Source: an optimization exercise on an open RTL-to-GDS flow (aim: small area, a short achievable clock period and few clock cycles). Production flows keep margins and buffers that such runs may drop.
In this exercise RTL edits were held to simulation tests only and were not proved equivalent to the original.
Power is estimated from default activity; no workload was simulated.

**flow/design.v**
```verilog
package dtts_pkg;
  localparam int NUMBER_BITS_DEF = 31;
  localparam int CHAR_BITS       = 8;
  localparam int TOTAL_BITS      = 43;
  localparam int SECS_PER_HOUR = 3600;
  localparam int SECS_PER_MIN  = 60;
  localparam logic [CHAR_BITS-1:0] CH_TAB   = 8'h09;
  localparam logic [CHAR_BITS-1:0] CH_CR    = 8'h0D;
  localparam logic [CHAR_BITS-1:0] CH_SPACE = 8'h20;
  localparam logic [CHAR_BITS-1:0] CH_ZERO  = 8'h30;
  localparam logic [CHAR_BITS-1:0] CH_NINE  = 8'h39;
  localparam logic [CHAR_BITS-1:0] CH_COLON = 8'h3A;
  localparam logic [CHAR_BITS-1:0] CH_LC_H  = 8'h68;
  localparam logic [CHAR_BITS-1:0] CH_LC_M  = 8'h6D;
  localparam logic [CHAR_BITS-1:0] CH_LC_S  = 8'h73;
  localparam logic [3:0] G_START = 4'd0;
  localparam logic [3:0] G_N1    = 4'd1;
  localparam logic [3:0] G_C1    = 4'd2;
  localparam logic [3:0] G_C1N   = 4'd3;
  localparam logic [3:0] G_C2    = 4'd4;
  localparam logic [3:0] G_C2N   = 4'd5;
  localparam logic [3:0] G_H     = 4'd6;
  localparam logic [3:0] G_HN    = 4'd7;
  localparam logic [3:0] G_HNM   = 4'd8;
  localparam logic [3:0] G_HNMN  = 4'd9;
  localparam logic [3:0] G_M     = 4'd10;
  localparam logic [3:0] G_MN    = 4'd11;
  localparam logic [3:0] G_SEND  = 4'd12;
  localparam logic [3:0] G_ERR   = 4'd13;
  localparam int OP_BITS = 4;
  localparam logic [OP_BITS-1:0] OP_ZERO    = 4'b0000;
  localparam logic [OP_BITS-1:0] OP_T       = 4'b0001;
  localparam logic [OP_BITS-1:0] OP_ACC     = 4'b1000;
  localparam logic [OP_BITS-1:0] OP_ACC60   = 4'b0100;
  localparam logic [OP_BITS-1:0] OP_T60     = 4'b0010;
  localparam logic [OP_BITS-1:0] OP_T_ACC   = 4'b1001;
  localparam logic [OP_BITS-1:0] OP_T_ACC60 = 4'b0101;
  localparam logic [1:0] CL_OTHER = 2'b00;
  localparam logic [1:0] CL_WS    = 2'b01;
  localparam logic [1:0] CL_DIGIT = 2'b10;
  localparam logic [1:0] CL_SEP   = 2'b11;
  localparam logic [1:0] SP_COLON = 2'b10;
  localparam logic [1:0] SP_H     = 2'b00;
  localparam logic [1:0] SP_M     = 2'b01;
  localparam logic [1:0] SP_S     = 2'b11;
endpackage
import dtts_pkg::*;
module dtts_parser #(
  parameter int NUMBER_BITS = NUMBER_BITS_DEF
) (
  input  logic                   clk,
  input  logic                   rst_n,
  input  logic                   step,
  input  logic [1:0]             cls,
  input  logic [3:0]             nib,
  input  logic                   last_char,
  output logic [NUMBER_BITS-1:0] acc,
  output logic                   op_valid,    
  output logic [OP_BITS-1:0]     op,
  output logic                   op_p2        
);
  logic [3:0]               state_r, state_nxt;
  logic [NUMBER_BITS-1:0]   acc_r;
  logic                     ovf_r;
  logic                     is_ws, is_digit, is_sep;
  logic                     num_start;
  logic [NUMBER_BITS-1:0]   sum;
  logic                     sum_ovf;
  logic [OP_BITS-1:0]       sep_op, end_op;
  logic                     sep_p2, sep_hit, end_ok;
  assign is_ws    = cls == CL_WS;
  assign is_digit = cls == CL_DIGIT;
  assign is_sep   = cls == CL_SEP;
  assign sum      = (acc_r << 3) + (acc_r << 1) + NUMBER_BITS'(nib);
  assign sum_ovf  = (acc_r > NUMBER_BITS'(214748364))
                  || (acc_r == NUMBER_BITS'(214748364) && nib[3]);
  always_comb begin
    num_start = 1'b0;
    case (state_r)
      G_START, G_C1, G_C2, G_H, G_HNM, G_M: num_start = 1'b1;
      default: ;
    endcase
  end
  always_comb begin
    state_nxt = state_r;
    sep_hit   = 1'b0;
    sep_op    = OP_ZERO;
    sep_p2    = 1'b0;
    if (is_ws) begin
      state_nxt = state_r;
    end else if (is_digit) begin
      case (state_r)
        G_START: state_nxt = G_N1;
        G_C1:    state_nxt = G_C1N;
        G_C2:    state_nxt = G_C2N;
        G_H:     state_nxt = G_HN;
        G_HNM:   state_nxt = G_HNMN;
        G_M:     state_nxt = G_MN;
        G_N1, G_C1N, G_C2N, G_HN, G_HNMN, G_MN: state_nxt = state_r;
        default: state_nxt = G_ERR;
      endcase
    end else if (is_sep) begin
      state_nxt = G_ERR;
      case (state_r)
        G_N1: begin
          sep_hit = 1'b1;
          case (nib[1:0])
            SP_COLON: begin sep_op = OP_ACC60; state_nxt = G_C1; end
            SP_H:     begin sep_op = OP_ACC60; sep_p2 = 1'b1; state_nxt = G_H; end
            SP_M:     begin sep_op = OP_ACC60; state_nxt = G_M; end
            default:  begin sep_op = OP_ACC;   state_nxt = G_SEND; end
          endcase
        end
        G_C1N: begin
          if (nib[1:0] == SP_COLON) begin
            sep_hit   = 1'b1;
            sep_op    = OP_T_ACC;
            sep_p2    = 1'b1;
            state_nxt = G_C2;
          end
        end
        G_HN: begin
          if (nib[1:0] == SP_M) begin
            sep_hit   = 1'b1;
            sep_op    = OP_T_ACC60;
            state_nxt = G_HNM;
          end else if (nib[1:0] == SP_S) begin
            sep_hit   = 1'b1;
            sep_op    = OP_T_ACC;
            state_nxt = G_SEND;
          end
        end
        G_HNMN, G_MN: begin
          if (nib[1:0] == SP_S) begin
            sep_hit   = 1'b1;
            sep_op    = OP_T_ACC;
            state_nxt = G_SEND;
          end
        end
        default: state_nxt = G_ERR;
      endcase
    end else begin
      state_nxt = G_ERR;
    end
  end
  always_comb begin
    end_ok = 1'b1;
    end_op = OP_T;
    case (state_nxt)
      G_N1:                        end_op = OP_ACC60;
      G_HN:                        end_op = OP_T_ACC60;
      G_C1N, G_C2N, G_HNMN, G_MN:  end_op = OP_T_ACC;
      G_H, G_HNM, G_M, G_SEND:     end_op = OP_T;
      default: begin
        end_ok = 1'b0;
        end_op = OP_ZERO;
      end
    endcase
  end
  always_comb begin
    op_valid = last_char || sep_hit;
    if (sep_hit && (end_ok || !last_char)) begin
      op    = sep_op;
      op_p2 = sep_p2;
    end else begin
      op    = end_op;
      op_p2 = 1'b0;
    end
  end
  assign acc = acc_r;
  always_ff @(posedge clk) begin
    if (!rst_n) begin
      state_r <= G_START;
    end else if (step) begin
      state_r <= last_char ? G_START : state_nxt;
    end
  end
  always_ff @(posedge clk) begin
    if (step && is_digit) begin
      if (num_start) begin
        acc_r <= NUMBER_BITS'(nib);
        ovf_r <= 1'b0;
      end else if (ovf_r || sum_ovf) begin
        acc_r <= '0;
        ovf_r <= 1'b1;
      end else begin
        acc_r <= sum;
      end
    end
  end
endmodule
import dtts_pkg::*;
module dtts_total #(
  parameter int NUMBER_BITS = NUMBER_BITS_DEF
) (
  input  logic                   clk,
  input  logic [OP_BITS-1:0]     op,
  input  logic [NUMBER_BITS-1:0] acc,
  output logic [TOTAL_BITS-1:0]  total
);
  logic                  s_x1, s_x60, s_t60, s_t;
  logic [TOTAL_BITS-1:0] t_r, x, t1, t2, t3, csa_s, csa_c;
  logic                  cin;
  assign {s_x1, s_x60, s_t60, s_t} = op;
  assign x   = TOTAL_BITS'(acc);
  assign t1  = ({TOTAL_BITS{s_x1}}  & x)
             | ({TOTAL_BITS{s_x60}} & (x << 6))
             | ({TOTAL_BITS{s_t60}} & (t_r << 6));
  assign t2  = ({TOTAL_BITS{s_x60}} & ~(x << 2))
             | ({TOTAL_BITS{s_t60}} & ~(t_r << 2));
  assign t3  = {TOTAL_BITS{s_t}} & t_r;
  assign cin = s_x60 || s_t60;
  assign csa_s = t1 ^ t2 ^ t3;
  assign csa_c = (t1 & t2) | (t1 & t3) | (t2 & t3);
  logic [TOTAL_BITS-1:0] sum;
  dtts_add #(.W(TOTAL_BITS), .KIND(1)) u_add (
    .a  (csa_s),
    .b  ({csa_c[TOTAL_BITS-2:0], 1'b0}),
    .cin(cin),
    .s  (sum)
  );
  always_ff @(posedge clk) begin
    t_r <= sum;
  end
  assign total = t_r;
endmodule
module dtts_add #(
  parameter int W    = 43,
  parameter int KIND = 0
) (
  input  logic [W-1:0] a,
  input  logic [W-1:0] b,
  input  logic         cin,
  output logic [W-1:0] s
);
  logic [W-1:0] p, g, gg, pp;
  always_comb begin
    p  = a ^ b;
    g  = a & b;
    gg = g;
    pp = p;
    gg[0] = g[0] | (p[0] & cin);
    if (KIND == 0) begin
      for (int l = 0; (1 << l) < W; l++)
        for (int i = (2 << l) - 1; i < W; i += (2 << l)) begin
          gg[i] = gg[i] | (pp[i] & gg[i - (1 << l)]);
          pp[i] = pp[i] & pp[i - (1 << l)];
        end
      for (int l = 5; l >= 0; l--)
        for (int i = 3 * (1 << l) - 1; i < W; i += (2 << l)) begin
          gg[i] = gg[i] | (pp[i] & gg[i - (1 << l)]);
          pp[i] = pp[i] & pp[i - (1 << l)];
        end
    end else if (KIND == 1) begin
      for (int l = 0; (1 << l) < W; l++)
        for (int i = 0; i < W; i++)
          if (((i >> l) & 1) == 1) begin
            gg[i] = gg[i] | (pp[i] & gg[((i >> l) << l) - 1]);
            pp[i] = pp[i] & pp[((i >> l) << l) - 1];
          end
    end else begin
      for (int l = 0; (1 << l) < W; l++)
        for (int i = W - 1; i >= (1 << l); i--) begin
          gg[i] = gg[i] | (pp[i] & gg[i - (1 << l)]);
          pp[i] = pp[i] & pp[i - (1 << l)];
        end
    end
    s = p ^ {gg[W-2:0], cin};
  end
endmodule
import dtts_pkg::*;
module duration_text_to_seconds_core #(
  parameter int NUMBER_BITS = NUMBER_BITS_DEF
) (
  input  logic                  clk,
  input  logic                  rst_n,
  input  logic                  in_valid,
  output logic                  in_ready,
  input  logic [CHAR_BITS-1:0]  in_char_code,
  input  logic                  in_last_char,
  output logic                  out_valid,
  input  logic                  out_ready,
  output logic [TOTAL_BITS-1:0] out_total_seconds,
  output logic                  out_matched
);
  logic                   a_valid_r;
  logic [1:0]             a_cls_r;
  logic [3:0]             a_nib_r;
  logic                   a_last_r;
  logic                   m_valid_r;    
  logic [OP_BITS-1:0]     m_op_r;       
  logic                   m_p2_r;       
  logic                   m_final_r;    
  logic [OP_BITS-1:0]     sel_r;        
  logic                   o_valid_r;
  logic                   o_matched_r;
  logic                   m_run, stall, step, a_free;
  logic                   m_valid_nxt, m_p2_nxt, m_final_nxt, o_valid_nxt;
  logic [OP_BITS-1:0]     m_op_nxt;
  logic [1:0]             in_cls;
  logic [NUMBER_BITS-1:0] acc;
  logic                   p_op_valid, p_p2;
  logic [OP_BITS-1:0]     p_op;
  assign m_run    = m_valid_r && !o_valid_r;
  assign stall    = m_valid_r && (o_valid_r || (m_p2_r && p_op_valid));
  assign step     = a_valid_r && !stall;
  assign a_free   = !a_valid_r || !stall;
  assign in_ready = a_free;
  always_comb begin
    if (in_char_code == CH_SPACE || (in_char_code >= CH_TAB && in_char_code <= CH_CR))
      in_cls = CL_WS;
    else if (in_char_code >= CH_ZERO && in_char_code <= CH_NINE)
      in_cls = CL_DIGIT;
    else if (in_char_code == CH_COLON || in_char_code == CH_LC_H
             || in_char_code == CH_LC_M || in_char_code == CH_LC_S)
      in_cls = CL_SEP;
    else
      in_cls = CL_OTHER;
  end
  always_comb begin
    if (m_valid_r && o_valid_r) begin
      m_valid_nxt = 1'b1;
      m_op_nxt    = m_op_r;
      m_p2_nxt    = m_p2_r;
      m_final_nxt = m_final_r;
    end else if (m_valid_r && m_p2_r) begin
      m_valid_nxt = 1'b1;
      m_op_nxt    = OP_T60;
      m_p2_nxt    = 1'b0;
      m_final_nxt = m_final_r;
    end else begin
      m_valid_nxt = step && p_op_valid;
      m_op_nxt    = p_op;
      m_p2_nxt    = p_p2;
      m_final_nxt = a_last_r;
    end
  end
  assign o_valid_nxt = o_valid_r ? !out_ready : (m_run && m_final_r && !m_p2_r);
  always_ff @(posedge clk) begin
    if (!rst_n) begin
      a_valid_r <= 1'b0;
      m_valid_r <= 1'b0;
      o_valid_r <= 1'b0;
      sel_r     <= OP_T;
    end else begin
      if (a_free) a_valid_r <= in_valid;
      m_valid_r <= m_valid_nxt;
      o_valid_r <= o_valid_nxt;
      sel_r     <= (m_valid_nxt && !o_valid_nxt) ? m_op_nxt : OP_T;
    end
  end
  always_ff @(posedge clk) begin
    if (a_free) begin
      a_cls_r  <= in_cls;
      a_nib_r  <= in_char_code[3:0];
      a_last_r <= in_last_char;
    end
  end
  always_ff @(posedge clk) begin
    m_op_r    <= m_op_nxt;
    m_p2_r    <= m_p2_nxt;
    m_final_r <= m_final_nxt;
  end
  always_ff @(posedge clk) begin
    if (m_run && m_final_r && !m_p2_r) o_matched_r <= m_op_r != OP_ZERO;
  end
  dtts_parser #(
    .NUMBER_BITS(NUMBER_BITS)
  ) u_parser (
    .clk      (clk),
    .rst_n    (rst_n),
    .step     (step),
    .cls      (a_cls_r),
    .nib      (a_nib_r),
    .last_char(a_last_r),
    .acc      (acc),
    .op_valid (p_op_valid),
    .op       (p_op),
    .op_p2    (p_p2)
  );
  dtts_total #(
    .NUMBER_BITS(NUMBER_BITS)
  ) u_total (
    .clk  (clk),
    .op   (sel_r),
    .acc  (acc),
    .total(out_total_seconds)
  );
  assign out_valid   = o_valid_r;
  assign out_matched = o_matched_r;
endmodule
```
**flow/run.sh**
```bash
#!/bin/bash
# synth_recipe.tcl (not shown) runs the flow's synth.tcl, then flattens the netlist and writes it again
# the make line also repeats each setting of config.mk as NAME=value (left out here)
make -C /OpenROAD-flow-scripts/flow DESIGN_CONFIG=/design/flow/config.mk WORK_HOME=/design/flow/orfs CLKGATE_MAP_FILE= SYNTH_SCRIPT=/design/flow/synth_recipe.tcl finish
```
**flow/config.mk**
```make
export PLATFORM = sky130hd
export DESIGN_NAME = duration_text_to_seconds_core
export DESIGN_NICKNAME = duration_text_to_seconds_core
export VERILOG_FILES = /design/flow/design.v
export SDC_FILE = /design/flow/constraint.sdc
export NUM_CORES = 4
export LEC_CHECK = 0
export CAP_MARGIN = 20
export CORE_MARGIN = 2
export CORE_UTILIZATION = 40
export SETUP_SLACK_MARGIN = 1.0
export SLEW_MARGIN = 20
```
**flow/constraint.sdc**
```tcl
create_clock -name core_clock -period 5.5 [get_ports {clk}]
set_input_delay 1.1000 -clock core_clock [delete_from_list [all_inputs] [get_ports {clk}]]
set_output_delay 1.1000 -clock core_clock [all_outputs]
set_load 0.01 [all_outputs]
```
==> out/results.ini, run 1 <==
[run_status]
status = complete, no violations

[flow_run]
max_cap_viol_count = 0

[final_layout]
drive_gt1_frac = 0.0404
antenna_cells = 0
syn_to_final_growth_pct = 12.8
final_nets = 1225
final_cell_mix = inv_1, ha_1, nand2_1
final_cells = 1350
final_core_util = 0.457
final_common_cell = inv_1

[critical_path]
r2r_end = u_total.t_r[38]
worst_setup_path_start_kind = flip-flop
end_kind = flip-flop
reg2reg_depth = 15
crit_type = reg2reg
worstReg2RegStart = sel_r[1]
critical_path.max_fanout = 42
cp_data_arrival_time_ns = 4.50
rrSetupSlack_ns = 1.29
worstPathRequired_ns = 5.78

[placed_design]
hpwl_um = 18100
port_buffers = 58
routabilityCongestion = 0.855
dp_cells = 1334

[sta]
finalHoldViolCount = 0
hold_slack_ns = 0.494
post-route-period-util = 0.766
clock.fmax_mhz = 237
slew_viol_final = 0
fin_tns_setup_ns = 0
skew_ns = 0.00679
setup_viol = 0
post-route-min-period_ns = 4.21
slew_headroom = 0.558
worstMarginPinSlew_ns = 0.655
rsz0062_at_grt = false

[global_routing]
grt_pass1_vias = 7639
grt_max_degree = 43
antenna_found_initial = 0
grt-ovfl-total = 0
grt.total_usage = 0.203
grt_pass1_wl_um = 39100

[routing]
ant_nets = 0
drc = 0
vias = 7725
drt_iter0_drc = 629
dr.pass1.iters = 8
finalWirelength_um = 23600
vias_per_cell = 5.72
wl_per_cell_um = 17.5

[yosys]
netlist_area_um2 = 9160
ys_warn_count = 4
syn_avg_cell_area_um2 = 9.04
yosys.cell_types.count = 76
yosysSeqAreaShare = 0.265
syn-num-nets = 1178
ys_ff_latch = 100
async_reset_ff_frac = 0
netlist_instances = 1013
synth_edf_count = 42
synthFlopType = dfxtp_1

[floorplanning]
die_x_um = 155
die-area_um2 = 24100
core_um2 = 22600
ios = 59
initial_utilization = 0.406
die_h_um = 155
rows = 55

[clock_tree]
cts-htree-levels = 3
cts.sinks = 100
cts_tree = done
post_cts_buffers = 0
clkLatencyLatePin_ns = 0.36
cts_hold_buf = 0
cts_buffer_depth = 2
clkTransAtPathRegs_ns = 0.07
cts_root_buf = clkbuf_16
cts_buffers = 9

[pwr]
cellPowerDensity_nw_per_um2 = 273
vdd_drop_max_v = 0.000157
leakagePower_nw = 4.56

[min_path]
whs_path_depth = 2
hold_class = reg2reg
hp-start = m_op_r[1]
holdPathEnd = m_op_r[1]

-- metrics by stage --
stage	setup slack, ns	total power [W]	cell area (um2)
floorplan	1.73	0.00174	9160
global placement	0.851	0.00224	10000
detailed placement	0.674	0.00224	10000
CTS	1.01	0.00284	10300
global route	1.02	0.00302	10300
finish	1.29	0.00282	10300
-- worst max-delay path by stage --
stage | from | to | slack (ns)
finish | sel_r[1] | u_total.t_r[38] | 1.29
global route | sel_r[2] | u_total.t_r[38] | 1.02
CTS | sel_r[2] | u_total.t_r[42] | 1.01
floorplan | sel_r[2] | u_total.t_r[42] | 1.73
global placement | sel_r[2] | u_total.t_r[38] | 0.85
detailed placement | sel_r[2] | u_total.t_r[38] | 0.67
-- sequential cells by signal, indices dropped and copies added, names as in the netlist, 2 cells and up --
signal and flops:
sel_r 4, a_cls_r 2, u_total.t_r 43, u_parser.state_r 4, u_parser.acc_r 31, m_op_r 4
a_nib_r 4
-- kinds of logic (layout without fill, tap and decap cells) --
logic type | after synthesis | after routing | synth area share
muxes | 6 | 6 | 0.00697
xor gates and xnor gates | 56 | 56 | 0.0536
buffers and inverters | 142 | 194 | 0.0609
DFF | 100 | 100 | 0.265
adders and majority gates | 152 | 152 | 0.249
and+or+nand+nor | 282 | 282 | 0.151
AOI/OAI and AO/OA | 275 | 275 | 0.215
-- timing repair --
action                     4_1_cts  5_1_grt
gates resized for setup          2        5
setup endpoints to repair       11       11
pin swaps                        0        0
-- area by class of cell --
class                   count  area (um2)
clock buffers              12         236
clock inverters             4        18.8
fillers                  2235       12200
inverters                 111         417
multi-input cells         771        6210
flip-flops and latches    100        2430
well taps                 285         357
repair buffers             67         664
-- worst max-delay path: stages (launching register included) --
cell and delay (ns):
dfxtp_1 0.31, buf_4 0.19, clkinv_1 0.07, buf_6 0.31, nand2_1 0.21, fa_1 0.51, ha_1 0.20, fa_1 0.41
a211oi_1 0.32, o211a_1 0.23, o2bb2ai_1 0.14, a21o_2 0.30, a31oi_4 0.31, o21ai_0 0.19, a31oi_1 0.26, xnor2_1 0.14
-- report_power, final --
part	total (W)	switching, W	internal [W]
Sequential	0.00115	0.000224	0.000922
Combinational	0.00109	0.000536	0.000553
Clock	0.000589	0.000285	0.000304
-- synth_stat cells, types with 11 or more instances --
cell type | count | area share
nor2b_1 | 19 | 0.013
ha_1 | 102 | 0.14
xor2_1 | 16 | 0.015
nand2_1 | 92 | 0.038
o21a_1 | 17 | 0.014
dfxtp_1 | 58 | 0.13
and2_1 | 16 | 0.011
a222oi_1 | 25 | 0.027
o21ai_0 | 33 | 0.018
nand3_1 | 11 | 0.0060
nor2_1 | 63 | 0.026
nand2b_1 | 16 | 0.011
a21o_1 | 18 | 0.015
xnor2_1 | 40 | 0.038
a31oi_1 | 12 | 0.0082
clkbuf_1 | 22 | 0.0090
a211oi_1 | 11 | 0.0090
inv_1 | 109 | 0.045
edfxtp_1 | 42 | 0.14
nor3_1 | 24 | 0.013
o22a_1 | 19 | 0.018
a21oi_1 | 59 | 0.032
fa_1 | 50 | 0.11
-- routing by layer --
layer | part of all wire | vias up | wire [um] | global-route usage
li1 | - | 3744 | - | -
met1 | 0.46 | 3693 | 10900 | 0.275
met2 | 0.46 | 255 | 10900 | 0.337
met3 | 0.056 | 33 | 1330 | 0.0331
met4 | 0.020 | 0 | 482 | 0.0524
met5 | 0 | - | 0 | 0
Testbench counts, summed over its fixed seeds: cycles 25,175.
==> inputs of run 2 (changes only) <==
--- a/flow/config.mk
+++ b/flow/config.mk
@@ -9,4 +9,4 @@
 export CORE_MARGIN = 2
 export CORE_UTILIZATION = 40
-export SETUP_SLACK_MARGIN = 1.0
+export SETUP_SLACK_MARGIN = 2.0
 export SLEW_MARGIN = 20
==> out/results.ini, run 2 <==
[floorplanning]
die_h_um = 155  ; unchanged
rows = 55  ; unchanged
die_x_um = 155  ; unchanged
initial_utilization = 0.406  ; unchanged
core_um2 = 22600  ; unchanged
die-area_um2 = 24100  ; unchanged
ios = 59  ; unchanged

[clock_tree]
clkLatencyLatePin_ns = 0.36  ; about the same
cts_buffer_depth = 2  ; unchanged
cts_root_buf = clkbuf_16
cts-htree-levels = 3  ; unchanged
cts_hold_buf = 0  ; unchanged
cts.sinks = 100  ; unchanged
cts_tree = done
clkTransAtPathRegs_ns = 0.07  ; about the same
cts_buffers = 9  ; unchanged

[sta]
rsz0062_at_grt = true
setup_slack_ns = 1.91  ; +0.621 ns
slew_headroom = 0.491  ; -0.0669
skew_ns = 0.0103  ; +0.00354 ns
fin_tns_setup_ns = 0  ; unchanged
setup_viol = 0  ; unchanged
slew_viol_final = 0  ; unchanged
post-route-period-util = 0.653  ; -0.113
clock.fmax_mhz = 278  ; +17%
hold_slack_ns = 0.503  ; +0.00930 ns
worstMarginPinSlew_ns = 0.762  ; +0.107 ns
post-route-min-period_ns = 3.59  ; -0.621 ns
finalHoldViolCount = 0  ; unchanged

[critical_path]
worst_setup_path_start_kind = flip-flop
crit_type = reg2reg
worstPathRequired_ns = 5.75  ; -0.03 ns
end_kind = flip-flop
cp_data_arrival_time_ns = 3.84  ; -0.66 ns
critical_path.max_fanout = 20  ; -52%

[yosys]
ys_top_cells_by_count = inv_1, ha_1, nand2_1
synthFlopType = dfxtp_1
yosys.cell_types.count = 76  ; unchanged
synth_top_area_cell = ha_1
ys_warn_count = 4  ; unchanged
yosysSeqAreaShare = 0.265  ; unchanged
syn-num-nets = 1178  ; unchanged
synth_area_leaders = ha_1, edfxtp_1, dfxtp_1
ys_ff_latch = 100  ; unchanged
syn_avg_cell_area_um2 = 9.04  ; unchanged
synth_top_area_share = 0.139  ; unchanged
synth_edf_count = 42  ; unchanged
netlist_instances = 1013  ; unchanged
synth_most_common_cell = inv_1
async_reset_ff_frac = 0  ; unchanged
netlist_area_um2 = 9160  ; unchanged

[global_routing]
antenna_found_initial = 0  ; unchanged
grt.total_usage = 0.209  ; +0.00611
grt_pass1_wl_um = 40000  ; +2.2%
grt-ovfl-total = 0  ; unchanged
grt_max_degree = 38  ; -12%
grt_pass1_vias = 7784  ; +1.9%

[routing]
vias_per_cell = 5.74  ; +0.27%
wl_per_cell_um = 17.9  ; +2.4%
vias = 8090  ; +4.7%
finalWirelength_um = 25200  ; +6.9%
drc = 0  ; unchanged
ant_nets = 0  ; unchanged
drt_iter0_drc = 617  ; -1.9%
dr.pass1.iters = 8  ; unchanged

[flow_run]
max_cap_viol_count = 0  ; unchanged

[final_layout]
final_common_cell = inv_1
largest_registers = u_total.t_r (43), u_parser.acc_r (31)
n_fill_cell = 2143  ; -4.1%
antenna_cells = 0  ; unchanged
regMostFlops = u_total.t_r
final_nets = 1285  ; +4.9%
largest_reg_flops = 43  ; unchanged
syn_to_final_growth_pct = 23.9
final_cell_mix = inv_1, nand2_1, ha_1
drive_gt1_frac = 0.149  ; +0.109

[pwr]
leakagePower_nw = 4.91  ; +7.7%
vdd_drop_max_v = 0.000155  ; -1.2%
cellPowerDensity_nw_per_um2 = 265  ; -2.9%

[placed_design]
hpwl_um = 18000  ; -0.38%
port_buffers = 58  ; unchanged
place_ws_ns = 1.16  ; +0.483 ns
routabilityCongestion = 0.838  ; -1.9%

[min_path]
hold_class = reg2reg

[run_status]
status = complete, no violations

==> run 2: area by class of cell <==
class	instances	area (um2)	area share
Clock buffer	11	264	0.0233
Clock inverter	5	31.3	0.00276
Timing Repair Buffer	125	1160	0.102
Sequential cell	100	2430	0.215
Tap cell	285	357	0.0314
Timing Repair inverter	2	11.3	0.000993
Inverter	111	432	0.0381
Multi-Input combinational cell	771	6660	0.587
==> run 2: logic make-up after synthesis <==
family                     Yosys count  share of synthesized area
xor gates and xnor gates            56                     0.0536
adders and majority gates          152                      0.249
AOI/OAI and AO/OA                  275                      0.215
muxes                                6                    0.00697
DFF                                100                      0.265
and+or+nand+nor                    282                      0.151
buffers and inverters              142                     0.0609
==> run 2: per-stage QoR <==
| stage | util | power (W) | cells | area, um2 |
|---|---|---|---|---|
| 3_3_place_gp | 0.445 | 0.00224 | 1333 | 10000 |
| 3_5_place_dp | 0.445 | 0.00224 | 1333 | 10000 |
| 2_1_floorplan | - | 0.00174 | 1013 | 9200 |
| 6_report | 0.503 | 0.00301 | 1410 | 11300 |
| 5_1_grt | 0.503 | 0.00319 | 1410 | 11300 |
| 4_1_cts | 0.476 | 0.00293 | 1372 | 10700 |
==> run 2: layer usage <==
layer / share of wire / vias to the layer above / global-route usage
met3: 0.060 / 41 / 0.0312
li1: - / 3870 / -
met4: 0.018 / 0 / 0.0507
met2: 0.49 / 278 / 0.361
met5: 0 / - / 0
met1: 0.44 / 3901 / 0.275
==> run 2: timing repair <==
action | in CTS | in global routing
cloned | 3 | 0
pin swaps | 34 | 45
endpoints found under the setup margin | 41 | 29
setup buffers | 20 | 38
resized for setup | 49 | 59
==> run 2: worst paths after layout <==
check	to	cells after the start	start	slack (ns)
max	u_total.t_r[41]	14	sel_r[2]	1.91
min	m_op_r[0]	2	m_op_r[0]	0.50
max reg2reg	u_total.t_r[41]	14	sel_r[2]	1.91
min reg2reg	m_op_r[0]	2	m_op_r[0]	0.50
==> run 2: critical path, stage by stage, from the launching register on <==
cell and delay (ns):
dfxtp_4 0.40, buf_12 0.17, a222oi_1 0.46, fa_1 0.51
inv_2 0.09, ha_4 0.15, and3_4 0.21, o2111ai_4 0.13
o2bb2ai_4 0.19, a21o_4 0.21, a31oi_4 0.13, o41ai_4 0.47
buf_4 0.19, a21oi_2 0.05, xnor2_1 0.12
==> run 2: power by group <==
| group | internal [W] | switching (W) | total (W) |
|---|---|---|---|
| registers | 0.000921 | 0.000228 | 0.00115 |
| clock network | 0.000347 | 0.000309 | 0.000656 |
| logic | 0.000614 | 0.000592 | 0.00121 |
| total | 0.00188 | 0.00113 | 0.00301 |
==> inputs of run 3 (changes only) <==
--- a/flow/config.mk
+++ b/flow/config.mk
@@ -9,4 +9,4 @@
 export CORE_MARGIN = 2
 export CORE_UTILIZATION = 40
-export SETUP_SLACK_MARGIN = 2.0
+export SETUP_SLACK_MARGIN = 1.5
 export SLEW_MARGIN = 20
==> out/results.ini, run 3 <==
[placed_design]
port_buffers = 58  ; unchanged
hpwl_um = 18100  ; +0.38%
place_ws_ns = 0.674  ; -0.483 ns
place_area_um2 = 10000  ; -0.12%
routabilityCongestion = 0.855  ; +2.0%

[clock_tree]
cts-htree-levels = 3  ; unchanged
clkLatencyLatePin_ns = 0.36  ; about the same
cts_root_buf = clkbuf_16
cts_buffers = 9  ; unchanged
clkTransAtPathRegs_ns = 0.07  ; about the same
cts_tree = done
cts.sinks = 100  ; unchanged
cts_buffer_depth = 2  ; unchanged
cts_hold_buf = 0  ; unchanged

[final_layout]
register_area_um2 = 2430  ; -0.31%
largest_reg_flops = 43  ; unchanged
regMostFlops = u_total.t_r
largest_registers = u_total.t_r (43), u_parser.acc_r (31)
final_common_cell = inv_1
antenna_cells = 0  ; unchanged
multi_input_area_um2 = 6280  ; -5.7%
drive_gt1_frac = 0.0606  ; -0.0888
syn_to_final_growth_pct = 14.9
stdcell_area_um2 = 10500  ; -7.3%
final_nets = 1233  ; -4.0%
final_cell_mix = inv_1, ha_1, nand2_1
n_fill_cell = 2225  ; +3.8%

[yosys]
ys_warn_count = 4  ; unchanged
syn_avg_cell_area_um2 = 9.04  ; unchanged
synth_top_area_cell = ha_1
synth_edf_count = 42  ; unchanged
synth_top_area_share = 0.139  ; unchanged
async_reset_ff_frac = 0  ; unchanged
ys_ff_latch = 100  ; unchanged
yosys.cell_types.count = 76  ; unchanged
synthFlopType = dfxtp_1
netlist_area_um2 = 9160  ; unchanged
syn-num-nets = 1178  ; unchanged
synth_most_common_cell = inv_1
netlist_instances = 1013  ; unchanged
synth_area_leaders = ha_1, edfxtp_1, dfxtp_1
ys_top_cells_by_count = inv_1, ha_1, nand2_1
yosysSeqAreaShare = 0.265  ; unchanged

[routing]
wl_per_cell_um = 17.7  ; -1.0%
vias = 7744  ; -4.3%
dr.pass1.iters = 6  ; -2
drc = 0  ; unchanged
vias_per_cell = 5.70  ; -0.61%
finalWirelength_um = 24100  ; -4.6%
drt_iter0_drc = 604  ; -2.1%
ant_nets = 0  ; unchanged

[global_routing]
grt.total_usage = 0.204  ; -0.00501
top_usage_layer = met2
grt_pass1_vias = 7694  ; -1.2%
gr-usage-met2 = 0.339  ; -0.0222
grt-ovfl-total = 0  ; unchanged
grt_pass1_wl_um = 39300  ; -1.7%
antenna_found_initial = 0  ; unchanged
met1_usage = 0.274  ; -0.000924
grt_use_met3 = 0.0337  ; +0.00251
grt_max_degree = 43  ; +13%

[sta]
hold_slack_ns = 0.494  ; -0.00915 ns
slew_viol_final = 0  ; unchanged
setup_slack_ns = 1.63  ; -0.278 ns
fin_tns_setup_ns = 0  ; unchanged
finalHoldViolCount = 0  ; unchanged
worstMarginPinSlew_ns = 0.664  ; -0.0985 ns
clock.fmax_mhz = 258  ; -7.2%
slew_headroom = 0.558  ; +0.0669
post-route-min-period_ns = 3.87  ; +0.278 ns
skew_ns = 0.00780  ; -0.00252 ns
post-route-period-util = 0.704  ; +0.0506
setup_viol = 0  ; unchanged
rsz0062_at_grt = true

[critical_path]
cpMaxStageDelayCell = fa_1
cpMostUsedCell = fa_1
worstPathRequired_ns = 5.80  ; +0.05 ns
worst_setup_path_start_kind = flip-flop
crit_type = reg2reg
worstPathCellList = buf_8 > clkinvlp_4 > buf_12 > nand2_2 > fa_1 > ha_1 > fa_1 > a211oi_2 > o211a_1 > o2bb2ai_2 > a21o_4 > a31oi_4 > buf_4 > fa_1 > inv_1
slowest_delay_ns = 0.41  ; -0.10 ns
cp_data_arrival_time_ns = 4.17  ; +0.33 ns
end_kind = flip-flop
rrSetupSlack_ns = 1.63  ; -0.28 ns
critical_path.max_fanout = 21  ; +5.0%

[floorplanning]
rows = 55  ; unchanged
ios = 59  ; unchanged
die_h_um = 155  ; unchanged
die-area_um2 = 24100  ; unchanged
initial_utilization = 0.406  ; unchanged
core_um2 = 22600  ; unchanged
die_x_um = 155  ; unchanged

[pwr]
p_total_w = 0.00284  ; -5.8%
leakagePower_nw = 4.62  ; -5.8%
cellPowerDensity_nw_per_um2 = 270  ; +1.6%
vdd_drop_max_v = 0.000158  ; +2.3%

[min_path]
hold_class = reg2reg

[run_status]
status = complete, no violations

[flow_run]
max_cap_viol_count = 0  ; unchanged

## run 3: critical path: cells and delay by family, from the launching register on
family / cells / cell delay, ns
AO/OA/AOI/OAI: 5 / 1.13
buffers and inverters: 5 / 0.80
AND/OR/NAND/NOR: 1 / 0.11
flip-flops: 1 / 0.36
adder cells (fa/ha/maj): 4 / 1.41
## run 3: worst paths after layout
path | to | from | cells past startpoint
setup / recovery | u_total.t_r[32] | sel_r[1] | 15
hold / removal | m_op_r[1] | m_op_r[1] | 2
setup reg to reg | u_total.t_r[32] | sel_r[1] | 15
hold reg to reg | m_op_r[1] | m_op_r[1] | 2
## run 3: kinds of logic (layout without fill, tap and decap cells)
logic type,Yosys count,in the layout,share of synthesized area
xor+xnor,56,56,0.0536
mux,6,6,0.00697
fa+ha+maj,152,152,0.249
compound gates,275,275,0.215
flops,100,100,0.265
simple gates,282,282,0.151
buf+inv,142,202,0.0609
## run 3: cell type report
class                   count  area share
clock inverters             4     0.00178
clock buffers              12      0.0225
inverters                 111      0.0403
multi-input cells         771       0.597
flip-flops and latches    100       0.231
repair buffers             75      0.0740
well taps                 285      0.0339
## run 3: per-layer routing
| layer | wire (um) | up-vias |
|---|---|---|
| met5 | 0 | - |
| met4 | 448 | 0 |
| met3 | 1270 | 31 |
| met2 | 11300 | 234 |
| met1 | 11100 | 3708 |
| li1 | - | 3771 |
## run 3: per-stage QoR
stage	cells	utilization
5_1_grt	1358	0.466
2_1_floorplan	1013	-
3_3_place_gp	1334	0.445
4_1_cts	1352	0.460
6_report	1358	0.466
3_5_place_dp	1334	0.445
## run 3: where the power goes
| part | total (W) | internal (W) | switching (W) |
|---|---|---|---|
| registers | 0.00115 | 0.000922 | 0.000224 |
| logic | 0.00110 | 0.000556 | 0.000543 |
| clock network | 0.000591 | 0.000304 | 0.000287 |
## run 3: what timing repair did
action	in CTS	in global routing
setup buffers	2	5
pin swaps	1	3
gates cloned	0	1
resized for setup	14	17
endpoints found under the setup margin	29	21
hold endpoints to repair	0	0
==> inputs of run 4 (changes only) <==
--- a/flow/design.v
+++ b/flow/design.v
@@ -35,5 +35,4 @@
   localparam logic [OP_BITS-1:0] OP_T60     = 4'b0010;
   localparam logic [OP_BITS-1:0] OP_T_ACC   = 4'b1001;
-  localparam logic [OP_BITS-1:0] OP_T_ACC60 = 4'b0101;
   localparam logic [1:0] CL_OTHER = 2'b00;
   localparam logic [1:0] CL_WS    = 2'b01;
@@ -58,5 +57,6 @@
   output logic                   op_valid,    
   output logic [OP_BITS-1:0]     op,
-  output logic                   op_p2        
+  output logic                   op_p2,       
+  output logic                   op_rev       
 );
   logic [3:0]               state_r, state_nxt;
@@ -68,5 +68,5 @@
   logic                     sum_ovf;
   logic [OP_BITS-1:0]       sep_op, end_op;
-  logic                     sep_p2, sep_hit, end_ok;
+  logic                     sep_p2, sep_rev, sep_hit, end_ok, end_p2;
   assign is_ws    = cls == CL_WS;
   assign is_digit = cls == CL_DIGIT;
@@ -87,4 +87,5 @@
     sep_op    = OP_ZERO;
     sep_p2    = 1'b0;
+    sep_rev   = 1'b0;
     if (is_ws) begin
       state_nxt = state_r;
@@ -107,5 +108,5 @@
           case (nib[1:0])
             SP_COLON: begin sep_op = OP_ACC60; state_nxt = G_C1; end
-            SP_H:     begin sep_op = OP_ACC60; sep_p2 = 1'b1; state_nxt = G_H; end
+            SP_H:     begin sep_op = OP_ACC60; state_nxt = G_H; end
             SP_M:     begin sep_op = OP_ACC60; state_nxt = G_M; end
             default:  begin sep_op = OP_ACC;   state_nxt = G_SEND; end
@@ -123,9 +124,12 @@
           if (nib[1:0] == SP_M) begin
             sep_hit   = 1'b1;
-            sep_op    = OP_T_ACC60;
+            sep_op    = OP_T_ACC;
+            sep_p2    = 1'b1;
             state_nxt = G_HNM;
           end else if (nib[1:0] == SP_S) begin
             sep_hit   = 1'b1;
-            sep_op    = OP_T_ACC;
+            sep_op    = OP_T60;
+            sep_p2    = 1'b1;
+            sep_rev   = 1'b1;
             state_nxt = G_SEND;
           end
@@ -147,9 +151,11 @@
     end_ok = 1'b1;
     end_op = OP_T;
+    end_p2 = 1'b0;
     case (state_nxt)
       G_N1:                        end_op = OP_ACC60;
-      G_HN:                        end_op = OP_T_ACC60;
+      G_HN:                        begin end_op = OP_T_ACC; end_p2 = 1'b1; end
       G_C1N, G_C2N, G_HNMN, G_MN:  end_op = OP_T_ACC;
-      G_H, G_HNM, G_M, G_SEND:     end_op = OP_T;
+      G_H:                         end_op = OP_T60;
+      G_HNM, G_M, G_SEND:          end_op = OP_T;
       default: begin
         end_ok = 1'b0;
@@ -161,9 +167,11 @@
     op_valid = last_char || sep_hit;
     if (sep_hit && (end_ok || !last_char)) begin
-      op    = sep_op;
-      op_p2 = sep_p2;
+      op     = sep_op;
+      op_p2  = sep_p2 || (last_char && state_nxt == G_H);
+      op_rev = sep_rev;
     end else begin
-      op    = end_op;
-      op_p2 = 1'b0;
+      op     = end_op;
+      op_p2  = end_p2;
+      op_rev = 1'b0;
     end
   end
@@ -195,26 +203,28 @@
 ) (
   input  logic                   clk,
-  input  logic [OP_BITS-1:0]     op,
+  input  logic [OP_BITS-1:0]     op,       
+  input  logic [OP_BITS-1:0]     op_hi,    
   input  logic [NUMBER_BITS-1:0] acc,
   output logic [TOTAL_BITS-1:0]  total
 );
-  logic                  s_x1, s_x60, s_t60, s_t;
-  logic [TOTAL_BITS-1:0] t_r, x, t1, t2, t3, csa_s, csa_c;
+  localparam int LO = 22;   
+  logic                  lo_x1, lo_x60, lo_t60, lo_t, hi_x1, hi_x60, hi_t60, hi_t;
+  logic [TOTAL_BITS-1:0] s_x1, s_x60, s_t60, s_t;
+  logic [TOTAL_BITS-1:0] t_r, x, t1, t2;
   logic                  cin;
-  assign {s_x1, s_x60, s_t60, s_t} = op;
+  assign {lo_x1, lo_x60, lo_t60, lo_t} = op;
+  assign {hi_x1, hi_x60, hi_t60, hi_t} = op_hi;
+  assign s_x1  = {{(TOTAL_BITS-LO){hi_x1}},  {LO{lo_x1}}};
+  assign s_x60 = {{(TOTAL_BITS-LO){hi_x60}}, {LO{lo_x60}}};
+  assign s_t60 = {{(TOTAL_BITS-LO){hi_t60}}, {LO{lo_t60}}};
+  assign s_t   = {{(TOTAL_BITS-LO){hi_t}},   {LO{lo_t}}};
   assign x   = TOTAL_BITS'(acc);
-  assign t1  = ({TOTAL_BITS{s_x1}}  & x)
-             | ({TOTAL_BITS{s_x60}} & (x << 6))
-             | ({TOTAL_BITS{s_t60}} & (t_r << 6));
-  assign t2  = ({TOTAL_BITS{s_x60}} & ~(x << 2))
-             | ({TOTAL_BITS{s_t60}} & ~(t_r << 2));
-  assign t3  = {TOTAL_BITS{s_t}} & t_r;
-  assign cin = s_x60 || s_t60;
-  assign csa_s = t1 ^ t2 ^ t3;
-  assign csa_c = (t1 & t2) | (t1 & t3) | (t2 & t3);
+  assign t1  = (s_x1 & x) | (s_x60 & (x << 6)) | (s_t60 & (t_r << 6));
+  assign t2  = (s_x60 & ~(x << 2)) | (s_t60 & ~(t_r << 2)) | (s_t & t_r);
+  assign cin = lo_x60 || lo_t60;
   logic [TOTAL_BITS-1:0] sum;
   dtts_add #(.W(TOTAL_BITS), .KIND(1)) u_add (
-    .a  (csa_s),
-    .b  ({csa_c[TOTAL_BITS-2:0], 1'b0}),
+    .a  (t1),
+    .b  (t2),
     .cin(cin),
     .s  (sum)
@@ -291,17 +301,21 @@
   logic [OP_BITS-1:0]     m_op_r;       
   logic                   m_p2_r;       
+  logic                   m_rev_r;      
   logic                   m_final_r;    
   logic [OP_BITS-1:0]     sel_r;        
+  logic [OP_BITS-1:0]     sel_n_r;      
   logic                   o_valid_r;
   logic                   o_matched_r;
   logic                   m_run, stall, step, a_free;
-  logic                   m_valid_nxt, m_p2_nxt, m_final_nxt, o_valid_nxt;
+  logic                   m_valid_nxt, m_p2_nxt, m_rev_nxt, m_final_nxt, o_valid_nxt;
   logic [OP_BITS-1:0]     m_op_nxt;
   logic [1:0]             in_cls;
   logic [NUMBER_BITS-1:0] acc;
-  logic                   p_op_valid, p_p2;
+  logic                   p_op_valid, p_p2, p_rev;
   logic [OP_BITS-1:0]     p_op;
   assign m_run    = m_valid_r && !o_valid_r;
-  assign stall    = m_valid_r && (o_valid_r || (m_p2_r && p_op_valid));
+  assign stall    = m_valid_r && (o_valid_r
+                                  || (m_p2_r && (a_last_r || a_cls_r == CL_SEP
+                                                 || (m_rev_r && a_cls_r == CL_DIGIT))));
   assign step     = a_valid_r && !stall;
   assign a_free   = !a_valid_r || !stall;
@@ -323,9 +337,11 @@
       m_op_nxt    = m_op_r;
       m_p2_nxt    = m_p2_r;
+      m_rev_nxt   = m_rev_r;
       m_final_nxt = m_final_r;
     end else if (m_valid_r && m_p2_r) begin
       m_valid_nxt = 1'b1;
-      m_op_nxt    = OP_T60;
+      m_op_nxt    = m_rev_r ? OP_T_ACC : OP_T60;
       m_p2_nxt    = 1'b0;
+      m_rev_nxt   = 1'b0;
       m_final_nxt = m_final_r;
     end else begin
@@ -333,4 +349,5 @@
       m_op_nxt    = p_op;
       m_p2_nxt    = p_p2;
+      m_rev_nxt   = p_rev;
       m_final_nxt = a_last_r;
     end
@@ -343,4 +360,5 @@
       o_valid_r <= 1'b0;
       sel_r     <= OP_T;
+      sel_n_r   <= ~OP_T;
     end else begin
       if (a_free) a_valid_r <= in_valid;
@@ -348,4 +366,5 @@
       o_valid_r <= o_valid_nxt;
       sel_r     <= (m_valid_nxt && !o_valid_nxt) ? m_op_nxt : OP_T;
+      sel_n_r   <= (m_valid_nxt && !o_valid_nxt) ? ~m_op_nxt : ~OP_T;
     end
   end
@@ -360,4 +379,5 @@
     m_op_r    <= m_op_nxt;
     m_p2_r    <= m_p2_nxt;
+    m_rev_r   <= m_rev_nxt;
     m_final_r <= m_final_nxt;
   end
@@ -377,5 +397,6 @@
     .op_valid (p_op_valid),
     .op       (p_op),
-    .op_p2    (p_p2)
+    .op_p2    (p_p2),
+    .op_rev   (p_rev)
   );
   dtts_total #(
@@ -384,4 +405,5 @@
     .clk  (clk),
     .op   (sel_r),
+    .op_hi(~sel_n_r),
     .acc  (acc),
     .total(out_total_seconds)
--- a/flow/config.mk
+++ b/flow/config.mk
@@ -9,4 +9,4 @@
 export CORE_MARGIN = 2
 export CORE_UTILIZATION = 40
-export SETUP_SLACK_MARGIN = 1.5
+export SETUP_SLACK_MARGIN = 2.0
 export SLEW_MARGIN = 20
==> out/results.ini, run 4 <==
[run_status]
status = complete, no violations

[final_layout]
drive_gt1_frac = 0.119  ; +0.0584
antenna_cells = 0  ; unchanged
register_area_um2 = 2560  ; +5.3%
multi_input_area_um2 = 5520  ; -12%
largest_registers = u_total.t_r (43), u_parser.acc_r (31)
final_nets = 1150  ; -6.7%
regMostFlops = u_total.t_r
final_cell_mix = ha_1, inv_1, nor2_1
syn_to_final_growth_pct = 19.8
n_fill_cell = 1952  ; -12%
largest_reg_flops = 43  ; unchanged
final_common_cell = ha_1
final_core_util = 0.490  ; +0.0242

[pwr]
leakagePower_nw = 4.32  ; -6.5%
p_switching_w = 0.00105  ; -0.46%
switching_share = 0.363  ; -0.00838
cellPowerDensity_nw_per_um2 = 289  ; +7.3%
internal_power_w = 0.00184  ; +3.2%
pwr-share-seq = 0.408  ; +0.004
vdd_drop_max_v = 0.000197  ; +24%
comb_power_share = 0.369  ; -0.018
clockPowerShare = 0.223  ; +0.015

[critical_path]
crit_type = reg2reg
slowest_delay_ns = 0.42  ; about the same
critical_path.max_fanout = 10  ; -52%
cpMaxStageDelayCell = dfxtp_4
worstPathCellList = clkinvlp_4 > buf_4 > o221ai_1 > ha_1 > nand4_1 > inv_1 > a2111oi_4 > a211oi_2 > o21ai_1 > or3b_4 > or3_4 > a31oi_4 > xnor2_1
end_kind = flip-flop
worstPathRequired_ns = 5.79  ; about the same
worst_setup_path_start_kind = flip-flop
cp_data_arrival_time_ns = 3.72  ; -0.45 ns

[routing]
finalWirelength_um = 22000  ; -8.5%
vias_per_cell = 5.73  ; +0.48%
dr.pass1.iters = 6  ; unchanged
vias = 7472  ; -3.5%
drc = 0  ; unchanged
drt_iter0_drc = 575  ; -4.8%
ant_nets = 0  ; unchanged
wl_per_cell_um = 16.9  ; -4.7%

[clock_tree]
cts_tree = done
cts.sinks = 105  ; +5.0%
clkTransAtPathRegs_ns = 0.08  ; about the same
cts_root_buf = clkbuf_16
cts_buffer_depth = 2  ; unchanged
cts-htree-levels = 3  ; unchanged
clkLatencyLatePin_ns = 0.36  ; about the same
cts_hold_buf = 0  ; unchanged
cts_buffers = 9  ; unchanged

[yosys]
yosysSeqAreaShare = 0.304  ; +0.0395
yosys.cell_types.count = 72  ; -5.3%
syn_avg_cell_area_um2 = 8.84  ; -2.2%
async_reset_ff_frac = 0  ; unchanged
ys_warn_count = 4  ; unchanged
synth_most_common_cell = ha_1
ys_top_cells_by_count = ha_1, inv_1, nor2_1
synth_top_area_cell = edfxtp_1
netlist_instances = 942  ; -7.0%
synth_top_area_share = 0.155  ; +0.0157
syn-num-nets = 1063  ; -9.8%
synthFlopType = dfxtp_1
synth_edf_count = 43  ; +2.4%
synth_area_leaders = edfxtp_1, ha_1, dfxtp_1
netlist_area_um2 = 8330  ; -9.0%
ys_ff_latch = 105  ; +5.0%

[sta]
post-route-min-period_ns = 3.43  ; -0.443 ns
finalHoldViolCount = 0  ; unchanged
clock.fmax_mhz = 292  ; +13%
fin_tns_setup_ns = 0  ; unchanged
slew_headroom = 0.640  ; +0.0820
worstMarginPinSlew_ns = 0.536  ; -0.128 ns
setup_viol = 0  ; unchanged
slew_viol_final = 0  ; unchanged
post-route-period-util = 0.623  ; -0.0806
rsz0062_at_grt = true
skew_ns = 0.0104  ; +0.00256 ns

[floorplanning]
rows = 52  ; -5.5%
die-area_um2 = 22000  ; -8.8%
core_um2 = 20400  ; -9.8%
die_h_um = 148  ; -4.5%
ios = 59  ; unchanged
die_x_um = 148  ; -4.5%
initial_utilization = 0.409  ; +0.00330

[min_path]
hold_class = reg2reg

[placed_design]
port_buffers = 58  ; unchanged
routabilityCongestion = 0.893  ; +4.5%
hpwl_um = 16400  ; -9.2%

[global_routing]
grt_pass1_vias = 6915  ; -10%
grt_max_degree = 33  ; -23%
antenna_found_initial = 0  ; unchanged
grt.total_usage = 0.200  ; -0.00415
grt_pass1_wl_um = 35300  ; -10%
grt-ovfl-total = 0  ; unchanged

[flow_run]
max_cap_viol_count = 0  ; unchanged

[run 4: changes by cell type after synthesis, moves of 10 or more]
| cell | before | now |
|---|---|---|
| fa_1 | 50 | 8 |
| o221ai_1 | 0 | 36 |
| nand2_1 | 92 | 62 |
| inv_1 | 109 | 84 |
| o22a_1 | 19 | 8 |
| o21ai_0 | 33 | 43 |
[run 4: through the flow]
stage	instance area [um2]	setup WS (ns)	power, W	cells	hold WS (ns)
floorplan	8330	2.02	0.00173	942	0.424
global placement	9160	1.57	0.00222	1243	0.482
detailed placement	9160	1.51	0.00222	1243	0.486
CTS	9570	1.94	0.00288	1271	0.497
global route	9980	1.90	0.00305	1304	0.504
finish	9980	2.07	0.00289	1304	0.501
[run 4: per-layer routing]
| metal | vias to the layer above | track usage | wire length, um |
|---|---|---|---|
| met4 | 0 | 0.0719 | 522 |
| met2 | 223 | 0.320 | 10100 |
| met3 | 41 | 0.0233 | 1130 |
| li1 | 3688 | - | - |
| met1 | 3520 | 0.278 | 10300 |
| met5 | - | 0 | 0 |
[run 4: repair_timing]
item / CTS / global route
setup buffers: 10 / 33
gates resized for setup: 19 / 34
gates cloned: 2 / 0
pin swaps: 1 / 15
endpoints found under the setup margin: 25 / 22
[run 4: critical path, delay by kind of cell (launching register included)]
family / cells / cell delay [ns]
XOR/XNOR: 1 / 0.12
adder cells (fa/ha/maj): 1 / 0.31
AO/OA/AOI/OAI: 5 / 1.06
AND/OR/NAND/NOR: 3 / 0.93
flip-flops: 1 / 0.42
buffers and inverters: 3 / 0.51
[run 4: cells by family (layout without fill, tap and decap cells)]
| kind of cell | Yosys count | in the layout | synth area share |
|---|---|---|---|
| flops | 105 | 105 | 0.304 |
| buf+inv | 116 | 208 | 0.0530 |
| mux | 2 | 2 | 0.00240 |
| compound gates | 295 | 295 | 0.255 |
| xor+xnor | 56 | 56 | 0.0589 |
| fa+ha+maj | 108 | 108 | 0.169 |
| simple gates | 260 | 260 | 0.157 |
[run 4: cell type report]
type,instances,area share
clock buffer,9,0.0226
clock inverter,7,0.00602
inverter,84,0.0323
multi-input combinational,721,0.553
sequential,105,0.256
tap,270,0.0338
timing repair buffer,106,0.0946
timing repair inverter,2,0.00150
[run 4: power by group through the flow]
stage                     combinational (W)  clock [W]  sequential (W)
after floorplan                    0.000562          0         0.00117
after global placement              0.00102          0         0.00120
after detailed placement            0.00103          0         0.00119
after CTS                           0.00104   0.000663         0.00118
after global routing                0.00117   0.000686         0.00120
final                               0.00106   0.000644         0.00118
[run 4: worst paths after layout]
path | startpoint | end | slack (ns) | cells after the start
hold reg to reg | m_op_r[1] | m_op_r[1] | 0.50 | 1
hold / removal | m_op_r[1] | m_op_r[1] | 0.50 | 1
setup reg to reg | sel_r[2] | u_total.t_r[42] | 2.07 | 13
setup / recovery | sel_r[2] | u_total.t_r[42] | 2.07 | 13
Testbench counts of run 4, summed over its fixed seeds: cycles 25,341.
==> inputs of run 5 (changes only) <==
--- a/flow/design.v
+++ b/flow/design.v
@@ -72,5 +72,12 @@
   assign is_digit = cls == CL_DIGIT;
   assign is_sep   = cls == CL_SEP;
-  assign sum      = (acc_r << 3) + (acc_r << 1) + NUMBER_BITS'(nib);
+  logic [NUMBER_BITS-2:0]   half;
+  dtts_add #(.W(NUMBER_BITS-1), .KIND(1)) u_dadd (
+    .a  ({acc_r[NUMBER_BITS-4:0], nib[2] | nib[3], nib[1] | nib[3]}),
+    .b  (acc_r[NUMBER_BITS-2:0]),
+    .cin(nib[3]),
+    .s  (half)
+  );
+  assign sum      = {half, nib[0]};
   assign sum_ovf  = (acc_r > NUMBER_BITS'(214748364))
                   || (acc_r == NUMBER_BITS'(214748364) && nib[3]);
@@ -220,7 +227,7 @@
   assign s_t   = {{(TOTAL_BITS-LO){hi_t}},   {LO{lo_t}}};
   assign x   = TOTAL_BITS'(acc);
-  assign t1  = (s_x1 & x) | (s_x60 & (x << 6)) | (s_t60 & (t_r << 6));
-  assign t2  = (s_x60 & ~(x << 2)) | (s_t60 & ~(t_r << 2)) | (s_t & t_r);
-  assign cin = lo_x60 || lo_t60;
+  assign t1  = (s_x1 & x) | (s_x60 & ((x << 6) | 4)) | (s_t60 & ((t_r << 6) | 4));
+  assign t2  = (s_x60 & (~x << 2)) | (s_t60 & (~t_r << 2)) | (s_t & t_r);
+  assign cin = 1'b0;
   logic [TOTAL_BITS-1:0] sum;
   dtts_add #(.W(TOTAL_BITS), .KIND(1)) u_add (
==> out/results.ini, run 5 <==
[yosys]
synth_top_area_cell = edfxtp_1
yosysSeqAreaShare = 0.323  ; +0.0191
synth_top_family_by_area = compound AO/OA/AOI/OAI gates
netlist_instances = 885  ; -6.1%
ys_top_cells_by_count = inv_1, ha_1, nor2_1
syn-num-nets = 981  ; -7.7%
yosys.cell_types.count = 72  ; unchanged
async_reset_ff_frac = 0  ; unchanged
synth-simple-area-share = 0.177  ; +0.0196
synth-compound-area-share = 0.253  ; -0.00237
synthXorXnorAreaFrac = 0.0479  ; -0.0110
synth_top_area_share = 0.165  ; +0.00973
ys_warn_count = 5  ; +1
syn_avg_cell_area_um2 = 8.86  ; +0.16%
synth_adder_area_share = 0.144  ; -0.0254
netlist_area_um2 = 7840  ; -5.9%
synthFlopType = dfxtp_1
muxShareOfSynthArea = 0  ; -0.00240
synth_edf_count = 43  ; unchanged
synth_most_common_cell = inv_1
synth_area_leaders = edfxtp_1, dfxtp_1, ha_1
ys_ff_latch = 105  ; unchanged

[critical_path]
critical_path.max_fanout = 7  ; -3
end_kind = flip-flop
worstPathRequired_ns = 5.80  ; about the same
rrSetupSlack_ns = 1.99  ; -0.08 ns
crit_path_start = sel_r[2]
crit_type = reg2reg
cp_data_arrival_time_ns = 3.81  ; +0.09 ns
worst_setup_path_start_kind = flip-flop
worstReg2RegStart = sel_r[2]

[clock_tree]
cts_hold_buf = 0  ; unchanged
cts_tree = done
cts_buffers = 9  ; unchanged
clkLatencyLatePin_ns = 0.36  ; about the same
cts-htree-levels = 3  ; unchanged
clkTransAtPathRegs_ns = 0.07  ; about the same
cts.sinks = 105  ; unchanged
cts_root_buf = clkbuf_16
cts_buffer_depth = 2  ; unchanged

[final_layout]
final_cell_mix = inv_1, nor2_1, nand2_1, ha_1, clkdlybuf4s50_1
regMostFlops = u_total.t_r
final_common_cell = inv_1
antenna_cells = 0  ; unchanged
largest_registers = u_total.t_r (43), u_parser.acc_r (31)
syn_to_final_growth_pct = 22.0
largest_reg_flops = 43  ; unchanged
n_fill_cell = 1852  ; -5.1%
drive_gt1_frac = 0.123  ; +0.00451
final_nets = 1071  ; -6.9%

[floorplanning]
die-area_um2 = 20700  ; -5.7%
initial_utilization = 0.405  ; -0.00365
die_h_um = 144  ; -2.9%
die_x_um = 144  ; -2.9%
core_um2 = 19300  ; -5.1%
ios = 59  ; unchanged
rows = 51  ; -1.9%

[routing]
wl_per_cell_um = 16.9  ; about the same
drc = 0  ; unchanged
vias_per_cell = 5.63  ; -1.8%
finalWirelength_um = 21000  ; -4.5%
vias = 7008  ; -6.2%
drt_iter0_drc = 518  ; -9.9%
dr.pass1.iters = 7  ; +1
ant_nets = 0  ; unchanged

[sta]
post-route-min-period_ns = 3.51  ; +0.0789 ns
post-route-period-util = 0.638  ; +0.0144
skew_ns = 0.00807  ; -0.00229 ns
rsz0062_at_grt = true
slew_headroom = 0.599  ; -0.0407
slew_viol_final = 0  ; unchanged
hold_slack_ns = 0.534  ; +0.0337 ns
finalHoldViolCount = 0  ; unchanged
setup_viol = 0  ; unchanged
worstMarginPinSlew_ns = 0.601  ; +0.0652 ns
setup_slack_ns = 1.99  ; -0.0789 ns
fin_tns_setup_ns = 0  ; unchanged
clock.fmax_mhz = 285  ; -2.3%

[global_routing]
grt-ovfl-total = 0  ; unchanged
grt_max_degree = 38  ; +15%
grt_pass1_vias = 6272  ; -9.3%
grt.total_usage = 0.200  ; about the same
grt_pass1_wl_um = 32600  ; -7.7%
antenna_found_initial = 0  ; unchanged

[pwr]
vdd_drop_max_v = 0.000127  ; -36%
leakagePower_nw = 4.00  ; -7.4%
cellPowerDensity_nw_per_um2 = 222  ; -23%

[flow_run]
max_cap_viol_count = 0  ; unchanged

[placed_design]
place_ws_ns = 1.37  ; -0.139 ns
routabilityCongestion = 0.839  ; -6.1%
hpwl_um = 14500  ; -12%
port_buffers = 58  ; unchanged

[run_status]
status = complete, no violations

[min_path]
hp-start = m_op_r[2]
hold_class = reg2reg

run 5: what timing repair did:
action / in CTS / in global routing
pin swaps: 2 / 20
resized for setup: 17 / 34
gates cloned: 3 / 0
endpoints found under the setup margin: 26 / 21
buffers inserted: 14 / 36
run 5: worst max-delay path, cell delays in order (launching register included):
cell	delay (ns)
dfxtp_4	0.39
buf_4	0.18
clkinvlp_4	0.21
o221ai_4	0.25
ha_4	0.24
a211o_1	0.32
a21o_1	0.23
a22o_1	0.22
a31oi_4	0.23
buf_4	0.16
a21boi_2	0.06
o21a_1	0.18
o21a_1	0.22
or4b_1	0.47
nand4_1	0.08
run 5: final timing paths:
path	end	depth (start not counted)
min reg2reg	m_op_r[2]	1
max reg2reg	u_total.t_r[23]	14
min	m_op_r[2]	1
max	u_total.t_r[23]	14
run 5: where the power goes:
part	leakage, nW	switching [W]	internal (W)
logic	2.95	0.000233	0.000264
clock network	0.146	0.000303	0.000347
registers	0.907	0.000101	0.000878
total	4.00	0.000637	0.00149
run 5: final cells by class:
cell class	count	area, um2	share of cell area
flip-flops and latches	105	2550	0.266
clock buffers	12	268	0.0280
multi-input cells	667	5080	0.532
well taps	265	332	0.0347
repair inverters	3	20.0	0.00209
repair buffers	112	990	0.103
clock inverters	4	26.3	0.00275
inverters	77	297	0.0310
run 5: kinds of logic after synthesis:
group,Yosys count
adder cells (fa/ha/maj),83
AO/OA/AOI/OAI,265
AND/OR/NAND/NOR,277
buffers and inverters,113
XOR/XNOR,42
flip-flops,105
run 5: stage by stage:
step | total power (W) | cell area, um2 | utilization | instances
final | 0.00213 | 9570 | 0.495 | 1245
after detailed placement | 0.00147 | 8640 | 0.447 | 1176
after global routing | 0.00223 | 9570 | 0.495 | 1245
after global placement | 0.00147 | 8640 | 0.447 | 1176
after CTS | 0.00212 | 9100 | 0.471 | 1209
after floorplan | 0.00125 | 7840 | - | 885
run 5: routing by layer:
layer  vias to the layer above  GRT usage  wire, um
met4                         0     0.0640       440
met5                         -          0         0
met2                       237      0.313      9540
met1                      3276      0.281      9860
li1                       3468          -         -
met3                        27     0.0325      1190
Testbench counts of run 5, summed over its fixed seeds: cycles 25,341.
==> inputs of run 6 (changes only) <==
==> flow/flow/run.sh (new file) <==
#!/bin/bash
# The standard layout (the standard.sh, unchanged synthesis and steps),
# with the smallest buffer, sky130_fd_sc_hd__buf_1, as the buffer that
# global placement puts on every input and output port. Timing repair may
# still resize those buffers. The make output goes to standard_sh.log here;
# ORFS keeps each step's log under orfs/logs.
set -euo pipefail
export BUFFER_PORTS_ARGS="-buffer_cell sky130_fd_sc_hd__buf_1"
bash standard.sh > standard_sh.log 2>&1
==> flow/standard.sh (new file) <==
#!/bin/bash
# synth_recipe.tcl (not shown) runs the flow's synth.tcl, then flattens the netlist and writes it again
# the make line also repeats each setting of config.mk as NAME=value (left out here)
make -C /OpenROAD-flow-scripts/flow DESIGN_CONFIG=/design/flow/config.mk WORK_HOME=/design/flow/orfs CLKGATE_MAP_FILE= SYNTH_SCRIPT=/design/flow/synth_recipe.tcl "${@:-finish}"
removed: flow/run.sh
==> out/results.ini, run 6 <==
[run_status]
status = complete, no violations

[flow_run]
max_cap_viol_count = 0  ; unchanged

[yosys]
synth_area_leaders = edfxtp_1, dfxtp_1, ha_1
yosys.cell_types.count = 72  ; unchanged
ys_warn_count = 5  ; unchanged
async_reset_ff_frac = 0  ; unchanged
synth_top_area_cell = edfxtp_1
synthFlopType = dfxtp_1
netlist_area_um2 = 7840  ; unchanged
synth_most_common_cell = inv_1
syn_avg_cell_area_um2 = 8.86  ; unchanged
synth_edf_count = 43  ; unchanged
ys_top_cells_by_count = inv_1, ha_1, nor2_1

[sta]
skew_ns = 0.00805  ; -0.0000138 ns
post-route-period-util = 0.611  ; -0.0268
rsz0062_at_grt = true
worstMarginPinSlew_ns = 0.577  ; -0.0242 ns
finalHoldViolCount = 0  ; unchanged
fin_tns_setup_ns = 0  ; unchanged
slew_headroom = 0.615  ; +0.0162
slew_viol_final = 0  ; unchanged
post-route-min-period_ns = 3.36  ; -0.147 ns
clock.fmax_mhz = 298  ; +4.4%
setup_viol = 0  ; unchanged

[critical_path]
cpMaxStageDelayCell = or4b_1
cpMostUsedCell = o21a_1
worstPathCellList = buf_6 > clkinvlp_4 > o221ai_4 > ha_4 > a211o_1 > a21o_1 > a22o_1 > a31oi_4 > a21boi_1 > o21a_1 > o21a_1 > or4b_1 > nand4_1
end_kind = flip-flop
cp_data_arrival_time_ns = 3.66  ; -0.15 ns
worstReg2RegStart = sel_r[2]
reg2reg_depth = 13  ; -1
endpoint = u_total.t_r[23]
worstPathRequired_ns = 5.79  ; about the same
r2r_end = u_total.t_r[23]
crit_path_start = sel_r[2]

[clock_tree]
cts_root_buf = clkbuf_16
cts_hold_buf = 0  ; unchanged
cts.sinks = 105  ; unchanged
cts_buffers = 9  ; unchanged
cts_buffer_depth = 2  ; unchanged
clkTransAtPathRegs_ns = 0.07  ; about the same
cts-htree-levels = 3  ; unchanged

[placed_design]
hpwl_um = 14600  ; +0.70%
place_area_um2 = 8270  ; -4.3%
routabilityCongestion = 0.831  ; -0.99%
port_buffers = 58  ; unchanged

[final_layout]
largest_reg_flops = 43  ; unchanged
final_nets = 1060  ; -1.0%
register_area_um2 = 2550  ; about the same
syn_to_final_growth_pct = 16.5
largest_registers = u_total.t_r (43), u_parser.acc_r (31)
final_cell_mix = inv_1, nor2_1, ha_1
multi_input_area_um2 = 5080  ; -0.12%

[floorplanning]
initial_utilization = 0.405  ; unchanged
rows = 51  ; unchanged
core_um2 = 19300  ; unchanged
die_h_um = 144  ; unchanged

[pwr]
leakagePower_nw = 3.82  ; -4.5%
vdd_drop_max_v = 0.000117  ; -7.8%

[global_routing]
grt_max_degree = 38  ; unchanged
grt.total_usage = 0.198  ; -0.00210
grt-ovfl-total = 0  ; unchanged
antenna_found_initial = 0  ; unchanged
grt_pass1_vias = 6394  ; +1.9%

[routing]
ant_nets = 0  ; unchanged
drt_iter0_drc = 502  ; -3.1%
drc = 0  ; unchanged
finalWirelength_um = 20500  ; -2.3%
dr.pass1.iters = 6  ; -1
wl_per_cell_um = 16.6  ; -1.5%

[min_path]
hold_class = reg2reg

==> run 6: cell count changes in the layout (fill, tap and decap cells not counted), sizes merged <==
cell | previous run | this run
clkdlybuf4s50 | 58 | 0
inv | 77 | 76
buf | 54 | 100
clkbuf | 12 | 10
clkinv | 1 | 5
==> run 6: cell type report <==
class,instances,area share
clock buffers,10,0.0262
multi-input cells,667,0.556
repair inverters,4,0.00301
well taps,265,0.0363
flip-flops and latches,105,0.279
repair buffers,100,0.0619
clock inverters,6,0.00452
inverters,77,0.0325
==> run 6: how the worst min path moves through the flow <==
| stage | start | endpoint | slack, ns | cells after the start |
|---|---|---|---|---|
| finish | a_valid_r | a_valid_r | 0.54 | 2 |
| global route | m_op_r[3] | m_op_r[3] | 0.58 | 2 |
| CTS | m_op_r[2] | m_op_r[2] | 0.53 | 1 |
| detailed placement | m_op_r[2] | m_op_r[2] | 0.52 | 1 |
| global placement | a_valid_r | a_valid_r | 0.52 | 2 |
| floorplan | a_last_r | m_final_r | 0.42 | 0 |
==> run 6: power groups by stage <==
stage	Combinational, W	Clock, W	Sequential, W
final	0.000416	0.000628	0.000977
after floorplan	0.000266	0	0.000980
after global placement	0.000387	0	0.00100
after detailed placement	0.000390	0	0.000997
after CTS	0.000395	0.000646	0.000977
after global routing	0.000471	0.000672	0.000987
==> run 6: cell families (layout without fill, tap and decap cells) <==
kind of cell	after synthesis	count (layout)	share of synthesized area
buf+inv	113	197	0.0556
xor+xnor	42	42	0.0479
simple gates	277	277	0.177
compound gates	265	265	0.253
fa+ha+maj	83	83	0.144
flops	105	105	0.323
==> run 6: critical path, delay by kind of cell, from the launching register on <==
family	cells	cell delay, ns
AO/OA/AOI/OAI	8	1.80
AND/OR/NAND/NOR	2	0.56
flip-flops	1	0.37
buffers and inverters	2	0.33
adder cells (fa/ha/maj)	1	0.24
==> run 6: layer usage <==
metal	global-route usage	routed length, um	up-vias
li1	-	-	3461
met1	0.271	9690	3313
met2	0.319	9430	187
met3	0.0341	1040	21
met4	0.0583	368	0
met5	0	0	-
==> run 6: timing repair <==
action                     in CTS  in global routing
pin swaps                       3                 23
resized for setup              16                 36
cloned                          4                  0
setup buffers                  13                 26
setup endpoints to repair      30                 24
==> run 6: stage by stage <==
stage	power, W	hold WS (ns)	std cells	worst slack (ns)	utilization
global placement	0.00139	0.515	1175	1.51	0.427
CTS	0.00202	0.535	1208	2.00	0.450
global route	0.00213	0.575	1234	1.95	0.472
detailed placement	0.00139	0.516	1175	1.41	0.427
floorplan	0.00125	0.421	885	2.14	-
finish	0.00202	0.535	1234	2.14	0.472

re-timing with driven ports:
Ports are ideal in the flow. The routed layouts listed here were re-timed in OpenROAD.
Step 1: set_driving_cell puts a clkbuf_16 on clk and a buf_2 on each other input, an assumption about the parent block.
Step 2 also shifts input and output timing later by t, the mid clock arrival at the registers, as if the neighbouring blocks saw the same clock.
a / b / c = ideal / step 1 / step 2; a / b = the first two.
run	shift t [ns]	setup slack, ns
run 1	0.395	1.285 / 1.285 / 1.285
run 2	0.399	1.906 / 1.906 / 1.906
run 3	0.398	1.628 / 1.628 / 1.628
run 4	0.403	2.071 / 2.071 / 2.071
run 5	0.400	1.992 / 1.992 / 1.992
run 6	0.396	2.140 / 2.140 / 2.140
After both steps every run listed still meets setup and hold.
